This is an optimization exercise on Yosys and OpenROAD, whose aim is small area, a short achievable clock period and few clock cycles per item, not a production implementation. Only simulation tests tie the RTL to the original design; equivalence was not proved.

==> module pra_ndiv4, before the edit <==
module pra_ndiv4 #(
    parameter int WW  = 18,
    parameter int NST = 2
) (
    input  logic [5:0]       n,
    input  logic [7:0]       n3,      
    input  logic [WW+4:0]    st_i,
    output logic [WW+4:0]    st_o
);
    always_comb
    begin
        logic [4:0]    rem;
        logic [WW-1:0] w;
        logic [6:0]    t;
        logic [8:0]    d1, d2, d3;
        logic          s3, s2, s1, s0;
        rem = st_i[WW+4:WW];
        w   = st_i[WW-1:0];
        for (int i = 0; i < NST; i++)
        begin
            t  = {rem, w[WW-1:WW-2]};
            d1 = {2'b00, t} - {3'b000, n};
            d2 = {2'b00, t} - {2'b00, n, 1'b0};
            d3 = {2'b00, t} - {1'b0, n3};
            s3 = !d3[8];
            s2 = d3[8] & !d2[8];
            s1 = d2[8] & !d1[8];
            s0 = d1[8];
            rem = ({5{s3}} & d3[4:0]) | ({5{s2}} & d2[4:0])
                | ({5{s1}} & d1[4:0]) | ({5{s0}} & t[4:0]);
            w   = {w[WW-3:0], !d2[8], s3 | s1};
        end
        st_o = {rem, w};
    end
endmodule
export LEC_CHECK = 0
export CAP_MARGIN = 20
export CORE_MARGIN = 2
export CORE_UTILIZATION = 40
export SETUP_SLACK_MARGIN = 4.4
export SLEW_MARGIN = 20
create_clock -name core_clock -period 8.5 [get_ports {clk}]
run.sh (not shown) runs the stock make flow with config.mk's settings and CLKGATE_MAP_FILE= SYNTH_SCRIPT=/design/flow/synth_recipe.tcl, a recipe that flattens the netlist after the stock synthesis.
Testbench counts at the start, summed over its fixed seeds: cycles 5,923, items 4,835.
Rerun with:
--- a/flow/design.v
+++ b/flow/design.v
@@ -218,7 +218,6 @@
         logic [WW-1:0] w;
         logic [6:0]    t;
         logic [8:0]    d1, d2, d3;
-        logic          s3, s2, s1, s0;
         rem = st_i[WW+4:WW];
         w   = st_i[WW-1:0];
         for (int i = 0; i < NST; i++)
@@ -227,13 +226,26 @@
             d1 = {2'b00, t} - {3'b000, n};
             d2 = {2'b00, t} - {2'b00, n, 1'b0};
             d3 = {2'b00, t} - {1'b0, n3};
-            s3 = !d3[8];
-            s2 = d3[8] & !d2[8];
-            s1 = d2[8] & !d1[8];
-            s0 = d1[8];
-            rem = ({5{s3}} & d3[4:0]) | ({5{s2}} & d2[4:0])
-                | ({5{s1}} & d1[4:0]) | ({5{s0}} & t[4:0]);
-            w   = {w[WW-3:0], !d2[8], s3 | s1};
+            if (!d3[8])
+            begin
+                rem = d3[4:0];
+                w   = {w[WW-3:0], 2'd3};
+            end
+            else if (!d2[8])
+            begin
+                rem = d2[4:0];
+                w   = {w[WW-3:0], 2'd2};
+            end
+            else if (!d1[8])
+            begin
+                rem = d1[4:0];
+                w   = {w[WW-3:0], 2'd1};
+            end
+            else
+            begin
+                rem = t[4:0];
+                w   = {w[WW-3:0], 2'd0};
+            end
         end
         st_o = {rem, w};
     end
Routed wire length stays flat.
Non-clock buffer count went up by 41.
First-iteration DRC count went down by 1.4%.
Maximum frequency went up by 1.7%.
Synthesized area barely changes.
Sequential share of layout area went down by 0.25 points.
Clock-buffer cell count went up by 2.
Cell area went up by 0.60%.
Via count went down by 0.96%.
Testbench counts after the change, summed over its fixed seeds: cycles 5,923, items 4,835.

--- another note on this design; it stands on its own ---

## pressure_rolling_average
module pressure_rolling_average (
    input  logic         clk,
    input  logic         rst_n,
    input  logic         s_tvalid,
    output logic         s_tready,
    input  logic [15:0]  s_tdata,    
    output logic         m_tvalid,
    input  logic         m_tready,
    output logic [39:0]  m_tdata,    
    output logic         m_tuser,    
    input  logic         cfg_valid,
    output logic         cfg_ready,
    input  logic [1:0]   cfg_index,
    input  logic [12:0]  cfg_data
);
make LEC_CHECK=0 CAP_MARGIN=20 CORE_MARGIN=2 CORE_UTILIZATION=40 SETUP_SLACK_MARGIN=4.2 SLEW_MARGIN=20 finish   # period 8.5 ns
run.sh (not shown) runs the stock make flow with config.mk's settings and CLKGATE_MAP_FILE= SYNTH_SCRIPT=/design/flow/synth_recipe.tcl, a recipe that flattens the netlist after the stock synthesis.
Testbench counts at the start, summed over its fixed seeds: cycles 5,843, items 4,835.
Edit:
- SETUP_SLACK_MARGIN: 4.2 -> 3.0
Non-clock buffer count drops by 192. Wire length drops by 4.2%. Area after synthesis is unchanged. Sequential cell count does not change. Cell area drops by 4.1%. Critical path depth drops by 12.

---

## tundra
pressure_rolling_average again, from the RTL that the note above started with.
==> flow/config.mk <==
export PLATFORM = sky130hd
export DESIGN_NAME = pressure_rolling_average
export DESIGN_NICKNAME = pressure_rolling_average
export VERILOG_FILES = /design/flow/design.v
export SDC_FILE = /design/flow/constraint.sdc
export NUM_CORES = 4
export LEC_CHECK = 0
export CAP_MARGIN = 20
export CORE_MARGIN = 2
export CORE_UTILIZATION = 40
export SETUP_SLACK_MARGIN = 3.8
export SLEW_MARGIN = 20
==> flow/constraint.sdc <==
create_clock -name core_clock -period 8.5 [get_ports {clk}]
set_input_delay 1.7000 -clock core_clock [delete_from_list [all_inputs] [get_ports {clk}]]
set_output_delay 1.7000 -clock core_clock [all_outputs]
set_load 0.01 [all_outputs]
Testbench counts of tundra, summed over its fixed seeds: cycles 5,843, items 4,835.
Here is what was changed in the inputs of fjord compared with tundra.
# tundra
export LEC_CHECK = 0
export CAP_MARGIN = 20
export CORE_MARGIN = 2
export CORE_UTILIZATION = 40
export SETUP_SLACK_MARGIN = 3.8
export SLEW_MARGIN = 20
create_clock -name core_clock -period 8.5 [get_ports {clk}]
# fjord
export LEC_CHECK = 0
export CAP_MARGIN = 20
export CORE_MARGIN = 2
export CORE_UTILIZATION = 40
export SETUP_SLACK_MARGIN = 3.5
export SLEW_MARGIN = 20
create_clock -name core_clock -period 8.5 [get_ports {clk}]
==> comparison <==
Across both runs, hold slack was higher for fjord than for tundra. The final critical path time including I/O delays and setup of fjord was inferior to that of tundra. Actual slew at the worst max-slew pin, tundra and fjord, lower one = fjord. fjord ended up with a higher maximum number of pins on one net before global-route repair than tundra did. fjord gives less area of the multi-input gates than tundra did. Cell depth of the worst setup path for fjord is higher than for tundra. fjord against tundra: core utilization of the finished layout shrank by 0.54 points, non-clock buffering overhead in the final layout lower.

re-timing with driven ports:
The flow's constraints put no driver on any port. The routed layouts listed below were extracted and timed again, unchanged, in two steps.
Step 1 assumes that a clkbuf_16 drives the clock port and a buf_2 every other input.
Step 2 moves the port delays by t, midway between the first and last clock arrival at a register: inputs arrive t later, outputs are due t later. That takes back most of the time a late clock gives input paths.
Three values: no drivers, after step 1, after step 2; two values: the first two.
run | t, ns | slack for setup (ns) | worst setup path at the end | worst register clock-pin slew, ns
the first run of note 1 | 0.831 | 4.321 / 4.321 / 3.555 | input to register | 0.07 / 0.07
the second run of note 1 | 0.819 | 4.391 / 4.391 / 3.676 | input to register | 0.07 / 0.07
the first run of note 2 | 0.825 | 4.087 / 4.087 / 3.485 | input to register | 0.07 / 0.07
the second run of note 2 | 0.832 | 3.275 / 3.328 / 2.496 | input to register | 0.07 / 0.07
tundra | 0.830 | 3.932 / 3.932 / 3.366 | input to register | 0.07 / 0.07
fjord | 0.817 | 3.790 / 3.790 / 3.244 | input to register | 0.07 / 0.07
After both steps setup and hold are still met in every run listed. The setup slack of the second run of note 2, which loses most, moves by +0.053 ns with the drivers and by -0.779 ns with both steps.
